Background: an optimization exercise with open tools, aiming at small area. Do not read the settings as production practice. Only simulation tests tie the RTL to the original design; equivalence was not proved. No activity file was given, so power comes from the tool's default toggle rates. The clock port is modelled as an ideal driver; clocking choices that lean on that would not hold on a real chip.

==> flow/design.v <==
package sram_pkg;
   localparam int unsigned LANE_W = 16;
   localparam int unsigned LANES  = 8;
   localparam int unsigned DEPTH  = 16;
   localparam int unsigned W      = LANES * LANE_W;
   localparam int unsigned ADDR_W = 4;
   localparam int unsigned CNT_W  = 5;
endpackage
module sram_aoi222 (
   input  logic a0, b0, a1, b1, a2, b2,
   output logic y
);
   assign y = ~((a0 & b0) | (a1 & b1) | (a2 & b2));
endmodule
module sram_nand2 (
   input  logic a, b,
   output logic y
);
   assign y = ~(a & b);
endmodule
module sram_nand3 (
   input  logic a, b, c,
   output logic y
);
   assign y = ~(a & b & c);
endmodule
module sram_a211o (
   input  logic a1, a2, b, c,
   output logic y
);
   assign y = (a1 & a2) | b | c;
endmodule
module sram_rd_pipe (
   input  logic          clk,
   input  logic          rst,
   input  logic [15:0]   sel_i,       
   input  logic          done_i,      
   input  logic [2047:0] mem_i,       
   output logic          rvalid_o,
   output logic          done_o,
   output logic [127:0]  rdata_o
);
   logic [15:0]  sel;
   logic         hold;
   logic [127:0] rd_next;
   assign sel  = {16{~rst}} & sel_i;
   assign hold = ~rst & ~(|sel_i);
   for (genvar b = 0; b < 128; b++) begin : g_bit
      logic [5:0] t;
      logic       p, q;
      for (genvar g = 0; g < 5; g++) begin : g_aoi
         sram_aoi222 u_aoi (
            .a0 (sel[3*g]),     .b0 (mem_i[128*(3*g)     + b]),
            .a1 (sel[3*g + 1]), .b1 (mem_i[128*(3*g + 1) + b]),
            .a2 (sel[3*g + 2]), .b2 (mem_i[128*(3*g + 2) + b]),
            .y  (t[g])
         );
      end
      sram_nand2  u_n15 (.a(sel[15]), .b(mem_i[128*15 + b]), .y(t[5]));
      sram_nand3  u_p   (.a(t[0]), .b(t[1]), .c(t[2]), .y(p));
      sram_nand3  u_q   (.a(t[3]), .b(t[4]), .c(t[5]), .y(q));
      sram_a211o  u_o   (.a1(hold), .a2(rdata_o[b]), .b(p), .c(q), .y(rd_next[b]));
   end
   always_ff @(posedge clk) begin
      rdata_o  <= rd_next;
      rvalid_o <= ~rst & (|sel_i);
      done_o   <= ~rst & done_i;
   end
endmodule
module sram_nor2 (
   input  logic a, b,
   output logic y
);
   assign y = ~(a | b);
endmodule
module sram_weight_stream (
   input  logic          clk,
   input  logic          rst,
   input  logic          csb,
   input  logic          wsb,
   input  logic [7:0]    wmask,
   input  logic [127:0]  wdata,
   input  logic [3:0]    waddr,
   input  logic [3:0]    raddr,
   input  logic          burst_start,
   input  logic [3:0]    burst_base,
   input  logic [4:0]    burst_len,
   output logic [127:0]  rdata,
   output logic          rvalid,
   output logic          burst_busy,
   output logic          burst_done
);
   logic [2047:0] mem_q;
   logic          wr_en;
   logic [15:0]   wword_n;
   logic [7:0]    wlane_n;
   assign wr_en   = ~csb & ~wsb;
   assign wlane_n = ~wmask;
   for (genvar w = 0; w < 16; w++) begin : g_word
      assign wword_n[w] = ~(wr_en & (waddr == 4'(w)));
      for (genvar l = 0; l < 8; l++) begin : g_lane
         logic we;
         sram_nor2 u_we (.a(wword_n[w]), .b(wlane_n[l]), .y(we));
         always_ff @(posedge clk) begin
            if (we) begin
               mem_q[128*w + 16*l +: 16] <= wdata[16*l +: 16];
            end
         end
      end
   end
   logic       busy_q, burst_q;
   logic [3:0] addr_q;
   logic [4:0] cnt_q;
   logic       last_c, empty_done_c, rd_en;
   assign last_c       = burst_q & (cnt_q == 5'd1);
   assign empty_done_c = ~busy_q & burst_start & (burst_len == 5'd0);
   assign rd_en        = burst_q | (~csb & ~busy_q);
   always_ff @(posedge clk) begin
      if (rst) begin
         busy_q  <= 1'b0;
         burst_q <= 1'b0;
      end else if (!busy_q) begin
         busy_q  <= burst_start & (burst_len != 5'd0);
         burst_q <= burst_start & (burst_len != 5'd0);
      end else if (burst_q) begin
         burst_q <= ~last_c;
      end else if (burst_done) begin
         busy_q  <= 1'b0;
      end
   end
   always_ff @(posedge clk) begin
      if (!busy_q) begin
         addr_q <= burst_base;
         cnt_q  <= burst_len;
      end else begin
         addr_q <= addr_q + 4'd1;
         cnt_q  <= cnt_q - 5'd1;
      end
   end
   logic        rlast_q;
   logic [3:0]  rd_addr;
   logic [15:0] rsel_q;
   assign rd_addr = burst_q ? addr_q : raddr;
   always_ff @(posedge clk) begin
      rlast_q <= ~rst & last_c;
      for (int w = 0; w < 16; w++) begin
         rsel_q[w] <= ~rst & rd_en & (rd_addr == 4'(w));
      end
   end
   sram_rd_pipe u_rd_pipe (
      .clk      (clk),
      .rst      (rst),
      .sel_i    (rsel_q),
      .done_i   (rlast_q | empty_done_c),
      .mem_i    (mem_q),
      .rvalid_o (rvalid),
      .done_o   (burst_done),
      .rdata_o  (rdata)
   );
   assign burst_busy = busy_q;
endmodule
module weight_sram_top (
   input  logic          clk,
   input  logic          rst,
   input  logic          csb,
   input  logic          wsb,
   input  logic [7:0]    wmask,
   input  logic [127:0]  wdata,
   input  logic [3:0]    waddr,
   input  logic [3:0]    raddr,
   input  logic          burst_start,
   input  logic [3:0]    burst_base,
   input  logic [4:0]    burst_len,
   output logic [127:0]  rdata,
   output logic          rvalid,
   output logic          burst_busy,
   output logic          burst_done
);
   sram_weight_stream u_sram (
      .clk         (clk),
      .rst         (rst),
      .csb         (csb),
      .wsb         (wsb),
      .wmask       (wmask),
      .wdata       (wdata),
      .waddr       (waddr),
      .raddr       (raddr),
      .burst_start (burst_start),
      .burst_base  (burst_base),
      .burst_len   (burst_len),
      .rdata       (rdata),
      .rvalid      (rvalid),
      .burst_busy  (burst_busy),
      .burst_done  (burst_done)
   );
endmodule
export LEC_CHECK = 0
export CAP_MARGIN = 20
export CORE_MARGIN = 2
export CORE_UTILIZATION = 60
export PLACE_DENSITY = 0.7
export SLEW_MARGIN = 20
export SYNTH_HIERARCHICAL = 1
create_clock -name core_clock -period 5.0 [get_ports {clk}]
standard.sh (not shown) runs the stock make flow with config.mk's settings and CLKGATE_MAP_FILE= SYNTH_SCRIPT=/design/flow/synth_recipe.tcl, a recipe that flattens the netlist after the stock synthesis.
==> flow/flow/run.sh <==
#!/bin/bash
# Layout flow: the standard ORFS flow (standard.sh, standard synthesis
# unchanged) with two changes to how the layout is made:
#  - port buffers are sky130_fd_sc_hd__buf_1 (buffer_ports otherwise picks a
#    delay cell),
#  - clock tree synthesis inserts no dummy loads and clusters up to 30 sinks
#    within 80 um per leaf buffer.
# The full output of the flow goes to flow_run.log in the work folder; ORFS
# keeps each step's own log under orfs/logs/.
set -euo pipefail
export BUFFER_PORTS_ARGS="-buffer_cell sky130_fd_sc_hd__buf_1"
export CTS_ARGS="-sink_clustering_enable -repair_clock_nets -dont_use_dummy_load -sink_clustering_size 30 -sink_clustering_max_diameter 80"
bash standard.sh finish > flow_run.log 2>&1
Then changed:
--- a/flow/design.v
+++ b/flow/design.v
@@ -64,17 +64,17 @@
    always_ff @(posedge clk) begin
       rdata_o  <= rd_next;
       rvalid_o <= ~rst & (|sel_i);
       done_o   <= ~rst & done_i;
    end
 endmodule
-module sram_nor2 (
+module sram_and2 (
    input  logic a, b,
    output logic y
 );
-   assign y = ~(a | b);
+   assign y = a & b;
 endmodule
 module sram_weight_stream (
    input  logic          clk,
    input  logic          rst,
    input  logic          csb,
    input  logic          wsb,
@@ -89,21 +89,19 @@
    output logic          rvalid,
    output logic          burst_busy,
    output logic          burst_done
 );
    logic [2047:0] mem_q;
    logic          wr_en;
-   logic [15:0]   wword_n;
-   logic [7:0]    wlane_n;
-   assign wr_en   = ~csb & ~wsb;
-   assign wlane_n = ~wmask;
+   logic [15:0]   wword;
+   assign wr_en = ~csb & ~wsb;
    for (genvar w = 0; w < 16; w++) begin : g_word
-      assign wword_n[w] = ~(wr_en & (waddr == 4'(w)));
+      assign wword[w] = wr_en & (waddr == 4'(w));
       for (genvar l = 0; l < 8; l++) begin : g_lane
          logic we;
-         sram_nor2 u_we (.a(wword_n[w]), .b(wlane_n[l]), .y(we));
+         sram_and2 u_we (.a(wword[w]), .b(wmask[l]), .y(we));
          always_ff @(posedge clk) begin
             if (we) begin
                mem_q[128*w + 16*l +: 16] <= wdata[16*l +: 16];
             end
          end
       end
Effect: Cell area stays flat. Routed wire length fell by 2.5%. Maximum frequency rose by 9.7%. Final cell count fell by 0.53%. Sequential power stays flat. Setup slack is better by 0.30 ns. Worst hold slack is better by 0.0071 ns. Flip-flop and latch count stays the same. Total power is about the same. Global-route usage fell by 0.92 points. Core utilization fell by 0.74 points. Via count fell by 0.32%. First-iteration DRC count rose by 5.8%. Combinational power fell by about 4%.

==> separate check: timing with driven ports <==
In the flow no input, the clock included, has a driving cell. The finished layouts below were timed again as built, in two steps. Step 1 assumes that a clkbuf_16 drives the clock port and a buf_2 every other input. Step 2 times the ports against the registers' clock, not the clock port: input delays grow and output delays shrink by t, the midpoint of the rising clock arrivals with the driver on. a / b / c = ideal ports / drivers / drivers and shift; a / b = the first two.
run	t (ns)	setup slack, ns	cell pins on the clock port's net
the first run	0.760	1.546 / 1.610 / 0.850	1
the second run	0.768	1.850 / 1.909 / 1.141	1
After both steps every run listed still meets setup and hold. For the second run, which loses most, drivers alone change the setup slack by +0.059 ns; drivers and shift together by -0.709 ns.
